Background: an optimization exercise with open tools, aiming at small area, a short achievable clock period and few clock cycles. Do not read the settings as production practice. In this exercise RTL edits were held to simulation tests only and were not proved equivalent to the original.

==> flow/design.v <==
package ter_pkg;
  localparam int SCREEN_WIDTH  = 1024;
  localparam int SCREEN_HEIGHT = 512;
  localparam int AccW = 24;
  localparam int ProdW = 32;
  localparam int NumQ = 5;
  localparam logic OP_LOAD = 1'b0;
  localparam logic OP_STEP = 1'b1;
  localparam logic [1:0] CFG_LEFT = 2'd0;
  localparam logic [1:0] CFG_TOP = 2'd1;
  localparam logic [1:0] CFG_RIGHT = 2'd2;
  localparam logic [1:0] CFG_BOTTOM = 2'd3;
  typedef enum logic [3:0] {
    S_IDLE, S_AREA, S_SWAP, S_BOX, S_CHECK, S_EDGE, S_EDGE2, S_MAC, S_DIV, S_OUT
  } ter_state_t;
  typedef struct packed {
    logic       load_corner;
    logic       calc_area;
    logic       do_swap;
    logic       calc_box;
    logic       calc_edge;
    logic       calc_edge2;
    logic [1:0] mac_idx;
    logic       mac_clr;
    logic       mac_en;
    logic       div_start;
    logic       out_load;
    logic       out_done_only;
    logic       advance;
  } ter_cmd_t;
  typedef struct packed {
    logic area_neg;
    logic setup_empty;
    logic covered;
    logic div_busy;
    logic scan_last;
  } ter_stat_t;
endpackage
import ter_pkg::*;
module ter_divider (
  input  logic             clk,
  input  logic             rst,
  input  logic             start,
  input  logic [ter_pkg::ProdW-1:0] dividend,
  input  logic [ter_pkg::AccW-1:0]  divisor,
  output logic             busy,
  output logic [ter_pkg::ProdW-1:0] quotient
);
  logic [AccW:0]   rem;
  logic [ProdW-1:0] quo;
  logic [AccW-1:0]  dvs;
  logic [5:0]       count;
  logic [AccW:0]    trial;
  assign trial = {rem[AccW-1:0], quo[ProdW-1]} - {1'b0, dvs};
  assign busy = (count != 6'd0);
  assign quotient = quo;
  always_ff @(posedge clk) begin
    if (rst) begin
      count <= 6'd0;
    end else if (start) begin
      count <= 6'(ProdW);
    end else if (busy) begin
      count <= count - 6'd1;
    end
  end
  always_ff @(posedge clk) begin
    if (start) begin
      rem <= '0;
      quo <= dividend;
      dvs <= divisor;
    end else if (busy) begin
      if (!trial[AccW]) begin
        rem <= trial;
        quo <= {quo[ProdW-2:0], 1'b1};
      end else begin
        rem <= {rem[AccW-1:0], quo[ProdW-1]};
        quo <= {quo[ProdW-2:0], 1'b0};
      end
    end
  end
endmodule
import ter_pkg::*;
module ter_datapath (
  input  logic        clk,
  input  logic        rst,
  input  ter_pkg::ter_cmd_t    cmd,
  output ter_pkg::ter_stat_t   stat,
  input  logic [1:0]  slot,
  input  logic signed [10:0] in_x,
  input  logic signed [10:0] in_y,
  input  logic [4:0]  in_r,
  input  logic [4:0]  in_g,
  input  logic [4:0]  in_b,
  input  logic [7:0]  in_u,
  input  logic [7:0]  in_v,
  input  logic [10:0] area_left,
  input  logic [9:0]  area_top,
  input  logic [10:0] area_right,
  input  logic [9:0]  area_bottom,
  output logic [9:0]  o_x,
  output logic [8:0]  o_y,
  output logic        o_cov,
  output logic [4:0]  o_r,
  output logic [4:0]  o_g,
  output logic [4:0]  o_b,
  output logic [7:0]  o_u,
  output logic [7:0]  o_v,
  output logic        o_done
);
  logic signed [10:0] cx [3];
  logic signed [10:0] cy [3];
  logic [4:0] cr [3];
  logic [4:0] cg [3];
  logic [4:0] cb [3];
  logic [7:0] cu [3];
  logic [7:0] cv [3];
  logic signed [AccW-1:0] area;
  logic [AccW-1:0] darea;
  logic signed [12:0] bx0, by0, bx1, by1;
  logic signed [12:0] col, row;
  logic row_in;
  logic signed [AccW-1:0] w [3];
  logic signed [AccW-1:0] wa, wb;
  logic signed [11:0] ea, eb, ec, ed;
  logic [ProdW-1:0] acc [NumQ];
  logic [7:0] mv [NumQ];
  logic [1:0] mi;
  logic [ProdW-1:0] quo [NumQ];
  logic [NumQ-1:0] dbusy;
  logic cov;
  logic signed [12:0] nx;
  logic signed [12:0] minx, miny, maxx, maxy, x0n, y0n, x1n, y1n;
  function automatic logic signed [12:0] mn(input logic signed [12:0] a, b);
    mn = (a < b) ? a : b;
  endfunction
  function automatic logic signed [12:0] mx(input logic signed [12:0] a, b);
    mx = (a > b) ? a : b;
  endfunction
  assign minx = mn(mn(13'(cx[0]), 13'(cx[1])), 13'(cx[2]));
  assign maxx = mx(mx(13'(cx[0]), 13'(cx[1])), 13'(cx[2]));
  assign miny = mn(mn(13'(cy[0]), 13'(cy[1])), 13'(cy[2]));
  assign maxy = mx(mx(13'(cy[0]), 13'(cy[1])), 13'(cy[2]));
  assign x0n = mx(mx(13'(signed'({2'b0, area_left})), minx), 13'sd0);
  assign y0n = mx(mx(13'(signed'({3'b0, area_top})), miny), 13'sd0);
  assign x1n = mn(mn(13'(signed'({2'b0, area_right})), maxx), 13'(SCREEN_WIDTH));
  assign y1n = mn(mn(13'(signed'({3'b0, area_bottom})), maxy), 13'(SCREEN_HEIGHT));
  always_comb begin
    ea = 12'(cx[2]) - 12'(cx[1]);
    eb = 12'(row) - 12'(cy[1]);
    ec = 12'(cy[2]) - 12'(cy[1]);
    ed = 12'(col) - 12'(cx[1]);
    if (cmd.calc_edge2) begin
      ea = 12'(cx[1]) - 12'(cx[0]);
      eb = 12'(row) - 12'(cy[0]);
      ec = 12'(cy[1]) - 12'(cy[0]);
      ed = 12'(col) - 12'(cx[0]);
    end else if (cmd.calc_area) begin
      ea = 12'(cx[1]) - 12'(cx[0]);
      eb = 12'(cy[2]) - 12'(cy[0]);
      ec = 12'(cy[1]) - 12'(cy[0]);
      ed = 12'(cx[2]) - 12'(cx[0]);
    end
    wa = AccW'(ea) * AccW'(eb) - AccW'(ec) * AccW'(ed);
    wb = AccW'(12'(cx[0]) - 12'(cx[2])) * AccW'(12'(row) - 12'(cy[2]))
       - AccW'(12'(cy[0]) - 12'(cy[2])) * AccW'(12'(col) - 12'(cx[2]));
  end
  assign cov = !w[0][AccW-1] && !w[1][AccW-1] && !w[2][AccW-1];
  assign nx = (cov || !row_in) ? col + 13'sd1 : bx1;
  assign stat.area_neg = area[AccW-1];
  assign stat.setup_empty = (darea == '0) || (bx0 >= bx1) || (by0 >= by1);
  assign stat.covered = cov;
  assign stat.div_busy = |dbusy;
  assign stat.scan_last = (nx >= bx1) && (row + 13'sd1 >= by1);
  always_comb begin
    mv[0] = 8'(cr[mi]);
    mv[1] = 8'(cg[mi]);
    mv[2] = 8'(cb[mi]);
    mv[3] = cu[mi];
    mv[4] = cv[mi];
  end
  assign mi = cmd.mac_idx;
  always_ff @(posedge clk) begin
    if (cmd.load_corner) begin
      cx[slot] <= in_x;
      cy[slot] <= in_y;
      cr[slot] <= in_r;
      cg[slot] <= in_g;
      cb[slot] <= in_b;
      cu[slot] <= in_u;
      cv[slot] <= in_v;
    end
    if (cmd.do_swap) begin
      cx[1] <= cx[2]; cx[2] <= cx[1];
      cy[1] <= cy[2]; cy[2] <= cy[1];
      cr[1] <= cr[2]; cr[2] <= cr[1];
      cg[1] <= cg[2]; cg[2] <= cg[1];
      cb[1] <= cb[2]; cb[2] <= cb[1];
      cu[1] <= cu[2]; cu[2] <= cu[1];
      cv[1] <= cv[2]; cv[2] <= cv[1];
    end
    if (cmd.calc_area) area <= wa;
    if (cmd.calc_edge) begin
      w[0] <= wa;
      w[1] <= wb;
    end
    if (cmd.calc_edge2) w[2] <= wa;
    for (int k = 0; k < NumQ; k++) begin
      if (cmd.mac_clr) acc[k] <= '0;
      else if (cmd.mac_en) acc[k] <= acc[k] + ProdW'(mv[k]) * ProdW'(w[mi][AccW-2:0]);
    end
  end
  always_ff @(posedge clk) begin
    if (rst) begin
      darea <= '0;
      bx0 <= '0; by0 <= '0; bx1 <= '0; by1 <= '0;
      col <= '0; row <= '0; row_in <= 1'b0;
    end else begin
      if (cmd.do_swap) darea <= AccW'(-area);
      else if (cmd.calc_box && !area[AccW-1]) darea <= area;
      if (cmd.calc_box) begin
        bx0 <= x0n; by0 <= y0n; bx1 <= x1n; by1 <= y1n;
        col <= x0n; row <= y0n; row_in <= 1'b0;
      end
      if (cmd.advance) begin
        if (nx >= bx1) begin
          col <= bx0;
          row <= row + 13'sd1;
          row_in <= 1'b0;
        end else begin
          col <= nx;
          row_in <= row_in | cov;
        end
      end
    end
  end
  always_ff @(posedge clk) begin
    if (cmd.out_load) begin
      o_x <= col[9:0];
      o_y <= row[8:0];
      o_cov <= cov;
      o_r <= cov ? quo[0][4:0] : 5'd0;
      o_g <= cov ? quo[1][4:0] : 5'd0;
      o_b <= cov ? quo[2][4:0] : 5'd0;
      o_u <= cov ? quo[3][7:0] : 8'd0;
      o_v <= cov ? quo[4][7:0] : 8'd0;
      o_done <= stat.scan_last;
    end else if (cmd.out_done_only) begin
      o_x <= '0; o_y <= '0; o_cov <= 1'b0;
      o_r <= '0; o_g <= '0; o_b <= '0; o_u <= '0; o_v <= '0;
      o_done <= 1'b1;
    end
  end
  for (genvar k = 0; k < NumQ; k++) begin : g_div
    ter_divider u_div (
      .clk(clk), .rst(rst), .start(cmd.div_start), .dividend(acc[k]),
      .divisor(darea), .busy(dbusy[k]), .quotient(quo[k])
    );
  end
endmodule
import ter_pkg::*;
module ter_control (
  input  logic       clk,
  input  logic       rst,
  input  logic       in_valid,
  output logic       in_ready,
  input  logic       operation,
  input  logic [1:0] vertex_slot,
  output logic       out_valid,
  input  logic       out_ready,
  output ter_pkg::ter_cmd_t   cmd,
  input  ter_pkg::ter_stat_t  stat
);
  ter_pkg::ter_state_t state;
  ter_pkg::ter_state_t state_next;
  logic active, active_next;
  logic ovalid, ovalid_next;
  logic [1:0] midx, midx_next;
  logic acc;
  assign in_ready = (state == S_IDLE) && !ovalid;
  assign out_valid = ovalid;
  assign acc = in_valid && in_ready;
  always_ff @(posedge clk) begin
    if (rst) begin
      state <= S_IDLE;
      active <= 1'b0;
      ovalid <= 1'b0;
      midx <= '0;
    end else begin
      state <= state_next;
      active <= active_next;
      ovalid <= ovalid_next;
      midx <= midx_next;
    end
  end
  always_comb begin
    state_next = state;
    active_next = active;
    ovalid_next = ovalid && !out_ready;
    midx_next = midx;
    cmd = '0;
    cmd.mac_idx = midx;
    case (state)
      S_IDLE: begin
        if (acc) begin
          if (operation == OP_LOAD) begin
            if (vertex_slot != 2'd3) begin
              cmd.load_corner = 1'b1;
              active_next = 1'b0;
              if (vertex_slot == 2'd2) state_next = S_AREA;
            end
          end else if (active) begin
            state_next = S_EDGE;
          end
        end
      end
      S_AREA: begin
        cmd.calc_area = 1'b1;
        state_next = S_SWAP;
      end
      S_SWAP: begin
        if (stat.area_neg) cmd.do_swap = 1'b1;
        state_next = S_BOX;
      end
      S_BOX: begin
        cmd.calc_box = 1'b1;
        state_next = S_CHECK;
      end
      S_CHECK: begin
        if (stat.setup_empty) begin
          cmd.out_done_only = 1'b1;
          ovalid_next = 1'b1;
        end else begin
          active_next = 1'b1;
        end
        state_next = S_IDLE;
      end
      S_EDGE: begin
        cmd.calc_edge = 1'b1;
        state_next = S_EDGE2;
      end
      S_EDGE2: begin
        cmd.calc_edge2 = 1'b1;
        cmd.mac_clr = 1'b1;
        midx_next = '0;
        state_next = S_MAC;
      end
      S_MAC: begin
        cmd.mac_en = 1'b1;
        midx_next = midx + 2'd1;
        if (midx == 2'd2) begin
          midx_next = '0;
          state_next = stat.covered ? S_DIV : S_OUT;
        end
      end
      S_DIV: begin
        cmd.div_start = 1'b1;
        state_next = S_OUT;
      end
      S_OUT: begin
        if (!stat.div_busy) begin
          cmd.out_load = 1'b1;
          cmd.advance = 1'b1;
          ovalid_next = 1'b1;
          if (stat.scan_last) active_next = 1'b0;
          state_next = S_IDLE;
        end
      end
      default: state_next = S_IDLE;
    endcase
  end
endmodule
import ter_pkg::*;
module triangle_edge_rasterizer_unit (
  input  logic              clk,
  input  logic              rst,
  input  logic              vin_valid,
  output logic              vin_ready,
  input  logic              vin_operation,
  input  logic [1:0]        vin_vertex_slot,
  input  logic [10:0]       vin_vert_x,
  input  logic [10:0]       vin_vert_y,
  input  logic [4:0]        vin_vert_red,
  input  logic [4:0]        vin_vert_green,
  input  logic [4:0]        vin_vert_blue,
  input  logic [7:0]        vin_vert_u,
  input  logic [7:0]        vin_vert_v,
  output logic              pout_valid,
  input  logic              pout_ready,
  output logic [9:0]        pout_pix_x,
  output logic [8:0]        pout_pix_y,
  output logic              pout_covered,
  output logic [4:0]        pout_pix_red,
  output logic [4:0]        pout_pix_green,
  output logic [4:0]        pout_pix_blue,
  output logic [7:0]        pout_pix_u,
  output logic [7:0]        pout_pix_v,
  output logic              pout_scan_done,
  input  logic              cfg_valid,
  output logic              cfg_ready,
  input  logic [1:0]        cfg_index,
  input  logic [10:0]       cfg_data
);
  ter_pkg::ter_cmd_t  cmd;
  ter_pkg::ter_stat_t stat;
  logic [10:0] area_left, area_right;
  logic [9:0]  area_top, area_bottom;
  assign cfg_ready = 1'b1;
  always_ff @(posedge clk) begin
    if (rst) begin
      area_left <= '0;
      area_top <= '0;
      area_right <= 11'(SCREEN_WIDTH);
      area_bottom <= 10'(SCREEN_HEIGHT);
    end else if (cfg_valid) begin
      case (cfg_index)
        CFG_LEFT:   area_left <= cfg_data;
        CFG_TOP:    area_top <= cfg_data[9:0];
        CFG_RIGHT:  area_right <= cfg_data;
        CFG_BOTTOM: area_bottom <= cfg_data[9:0];
        default: ;
      endcase
    end
  end
  ter_control u_ctrl (
    .clk(clk), .rst(rst), .in_valid(vin_valid), .in_ready(vin_ready),
    .operation(vin_operation), .vertex_slot(vin_vertex_slot),
    .out_valid(pout_valid), .out_ready(pout_ready), .cmd(cmd), .stat(stat)
  );
  ter_datapath u_dp (
    .clk(clk), .rst(rst), .cmd(cmd), .stat(stat), .slot(vin_vertex_slot),
    .in_x(vin_vert_x), .in_y(vin_vert_y), .in_r(vin_vert_red),
    .in_g(vin_vert_green), .in_b(vin_vert_blue), .in_u(vin_vert_u), .in_v(vin_vert_v),
    .area_left(area_left), .area_top(area_top), .area_right(area_right),
    .area_bottom(area_bottom),
    .o_x(pout_pix_x), .o_y(pout_pix_y), .o_cov(pout_covered), .o_r(pout_pix_red),
    .o_g(pout_pix_green), .o_b(pout_pix_blue), .o_u(pout_pix_u), .o_v(pout_pix_v),
    .o_done(pout_scan_done)
  );
endmodule
==> flow/run.sh <==
#!/bin/bash
# synth_recipe.tcl (not shown) runs the flow's synth.tcl, then flattens the netlist and writes it again
# the make line also repeats each setting of config.mk as NAME=value (left out here)
make -C /OpenROAD-flow-scripts/flow DESIGN_CONFIG=/design/flow/config.mk WORK_HOME=/design/flow/orfs CLKGATE_MAP_FILE= SYNTH_SCRIPT=/design/flow/synth_recipe.tcl finish
==> flow/config.mk <==
export PLATFORM = sky130hd
export DESIGN_NAME = triangle_edge_rasterizer_unit
export DESIGN_NICKNAME = triangle_edge_rasterizer_unit
export VERILOG_FILES = /design/flow/design.v
export SDC_FILE = /design/flow/constraint.sdc
export NUM_CORES = 4
export LEC_CHECK = 0
export CAP_MARGIN = 20
export CORE_MARGIN = 2
export CORE_UTILIZATION = 40
export SLEW_MARGIN = 20
==> flow/constraint.sdc <==
create_clock -name core_clock -period 12.0 [get_ports {clk}]
set_input_delay 2.4000 -clock core_clock [delete_from_list [all_inputs] [get_ports {clk}]]
set_output_delay 2.4000 -clock core_clock [all_outputs]
set_load 0.01 [all_outputs]
==> summary.md <==
| Metric | Value |
|---|---|
| Max cap viols | `0` |
| Setup Skew | `36.8 ps` |
| Hold Buf Count CTS | `0` |
| HPWL after DPL | `252 mm` |
| Root buffer cell | `clkbuf_16` |
| Post-Synth Simple-Gate Area | `16.7%` |
| HP Class | `reg2reg` |
| PortBufs | `127` |
| Die height | `512 um` |
| Slew HR | `21.2%` |
| Num ports | `129` |
| CP bufs+invs | `6` |
| Area growth syn-to-layout | `9.33%` |
| Post-synthesis sequential area ratio | `23.1%` |
| Width of the die | `512 um` |
| Total Routing Usage GR | `24.3%` |
| Post-synthesis xor/xnor area fraction | `4.92%` |
| Gp weighted congestion | `0.968` |
| Commonest non-fill, non-tap cell in the layout | `nand2_1` |
| GRT Max-Usage Layer | `met2` |
| DR WL/cell | `20.9 um` |
| Period utilization | `84.9%` |
| CP Class | `reg2reg` |
| Most frequent cells in the layout | `nand2_1, inv_1, nor2_1, fa_1, ha_1` |
| Avg Cell Area, Syn | `8.71 um2` |
| Endpoints failing setup | `0` |
| Synth Flop Type | `edfxtp_1` |
| Most common cell on crit path | `fa_1` |
| Setup crit end kind | `register` |
| Critical Path RT | `12550 ps` |
| Final nets | `14016` |
| Initial antenna violation count | `13` |
| Grt met3 use | `3.35%` |
| Status | `finished clean` |
| Largest net degree at the start of global routing | `137` |
| Slew @ Worst Pin | `1180 ps` |
| First-pass GRT wire length | `499 mm` |
| Area of the die | `263000 um2` |
| # resized after CTS | `0` |
| Layout Utilization | `44.0%` |
| Met1 Resource Use GR | `32.9%` |
| Max Fclk | `98.2 MHz` |
| Post-Synthesis Net Count | `14038` |
| Max Fanout on Critical Path | `61` |
| Gr ovfl total | `0` |
| Cell taking the most area after synthesis | `fa_1` |
| # rows | `186` |
| Fin crit period | `10180 ps` |
| Mapped Cells | `11874` |
| Setup TNS Final | `0 ps` |
| DRT iter0 DRCs | `6609` |
| Most area-consuming cells after synthesis | `fa_1, edfxtp_1, ha_1, dfxtp_1, nand2_1` |
| Worst Path Arrival | `10740 ps` |
| TritonRoute pass-1 iters | `6` |
| H-tree Lvls | `3` |
| Delay-heaviest family, CP | `adder cells` |
| Post-route ant nets | `0` |
| Share of cells above drive strength 1 | `4.95%` |
| Post-synth top area share | `21.5%` |
| Via count | `84144` |
| CTS buffer count | `114` |
| Synth async-reset ratio | `0%` |
| Clock latency (worst-skew pair) | `800 ps` |
| Adder-Cell Fraction of Synth Area | `33.4%` |
| Main combinational cell family by area after synthesis | `adder cells` |
| Core ar. | `257000 um2` |
| Vias in the first global route | `85228` |
| Starting Density | `40.2%` |
| Drc violations | `0` |
| Placed cells | `15118` |
| Pins Over Slew Limit | `0` |
| Complex-gate fraction of the synthesized area | `13.4%` |
| Critical Path Start Type | `register` |
| CTS tree | `yes` |
| Post-synth EDFFs | `491` |
| Number of vias per cell | `5.48` |
| Unique masters post-synth | `101` |
| Clk slew on worst S/H paths | `60 ps` |
| Clock tree buffer depth | `3` |
| RSZ-0062 raised after global routing | `false` |
| Post-Layout Cell Count | `15342` |
| GR Layer Usage met2 | `39.5%` |
| Register bit total from synthesis | `950` |
| Total setup buffers inserted after CTS | `0` |
| Detailed Route WL | `321 mm` |
| CTS sink count | `950` |
| Synth warn | `11` |
| Worst path slowest cell | `a21oi_1` |
| Final Hold Viols | `0` |
| Mux cell area share after synthesis | `1.77%` |
| Number of fill cells | `25051` |
| CP peak stage delay | `820 ps` |
| Post-Syn Area | `103000 um2` |
## stage by stage
| step | setup slack, ps | cell area [um2] | hold slack, ps |
|---|---|---|---|
| final | 1820 | 113000 | 462 |
| after global routing | 1320 | 113000 | 488 |
| after CTS | 1880 | 113000 | 462 |
| after detailed placement | 1900 | 109000 | 448 |
| after global placement | 1970 | 109000 | 443 |
| after floorplan | 3040 | 103000 | 425 |
## cell usage after synthesis (43+ instances only)
master / instances
a22oi_1: 43
nor2_1: 1149
o21a_1: 134
nand2b_1: 156
a31oi_1: 51
xnor2_1: 396
a211oi_1: 92
ha_1: 978
mux2i_1: 157
clkbuf_1: 408
edfxtp_1: 491
nand4_1: 45
and3_1: 57
nor2b_1: 119
dfxtp_1: 459
xor2_1: 181
o21bai_1: 64
nor3_1: 160
a21oi_1: 665
fa_1: 1112
nand3_1: 122
o31ai_1: 44
inv_1: 1367
or2_2: 75
o21ai_0: 622
nand2_1: 1891
a21o_1: 187
and2_1: 113
## sequential cells by signal, indices dropped and copies added, names as in the netlist, 15 cells and up, named ones only
name	cells
u_dp.cx	33
u_dp.g_div.u_div.rem	120
u_dp.cv	24
u_dp.g_div.u_div.count	30
u_dp.w	72
u_dp.area	24
u_dp.cu	24
u_dp.cr	15
u_dp.darea	24
u_dp.g_div.u_div.dvs	24
u_dp.cb	15
u_dp.g_div.u_div.quo	160
u_dp.cg	15
u_dp.cy	33
u_dp.acc	160
## cells by family (layout without fill, tap and decap cells)
logic type      Yosys count  in the layout
flops                   950            950
xor+xnor                579            579
buf+inv                1819           1898
other cells               1              6
compound gates         2244           2244
simple gates           4013           4013
fa+ha+maj              2090           2090
mux                     178            178
## final cells by class
class / instances / area (um2) / area share (%)
Multi-Input combinational cell: 9105 / 73000 / 64.6
Sequential cell: 950 / 23900 / 21.2
Inverter: 1370 / 5150 / 4.56
Tap cell: 3384 / 4230 / 3.75
Clock buffer: 148 / 3120 / 2.76
Timing Repair Buffer: 311 / 2680 / 2.37
Clock inverter: 69 / 900 / 0.796
Antenna cell: 5 / 12.5 / 0.0111
## worst paths after layout
kind | start | to | slack [ps] | depth (start not counted)
worst max register to register | u_ctrl.state[1] | u_dp.area[22] | 1820 | 29
worst min register to register | u_dp.bx1[2] | u_dp.bx1[2] | 460 | 2
worst min-delay path | u_dp.bx1[2] | u_dp.bx1[2] | 460 | 2
worst max-delay path | u_ctrl.state[1] | u_dp.area[22] | 1820 | 29
## routing by layer
layer,vias to the layer above,share of wire [%]
met5,-,0.017
met3,489,6.4
li1,39279,-
met2,2674,46
met4,6,3.9
met1,41696,44
## tightest hold or removal path: cells and delay by family (launching register included)
kind / cells / cell delay, ps
AOI/OAI and AO/OA: 1 / 50
DFF: 1 / 330
and+or+nand+nor: 1 / 50
Testbench counts, summed over its fixed seeds: cycles 3,833,886.

-- port drivers added, routing unchanged --
How much do the figures lean on ideal ports? The routed layout below was timed once more, with nothing changed but the port constraints. Step 1: set_driving_cell puts a clkbuf_16 on clk and a buf_2 on each other input, an assumption about the parent block. Step 2 adds t to the input delays and takes it off the output delays; t is the mean of the earliest and latest rising clock arrival at the registers after step 1. Input paths then give back, and output paths get back, about the clock's delay inside the block. Slacks: ideal / step 1 / step 2; pairs: ideal / step 1.
shift t [ns]: 0.881
setup WS [ns]: 1.817 / 1.817 / 1.817
worst slew at a driven data input, ns: 0.06
After both steps this run still meets setup and hold. For this run, drivers alone change the setup slack by 0.000 ns; drivers and shift together by 0.000 ns.
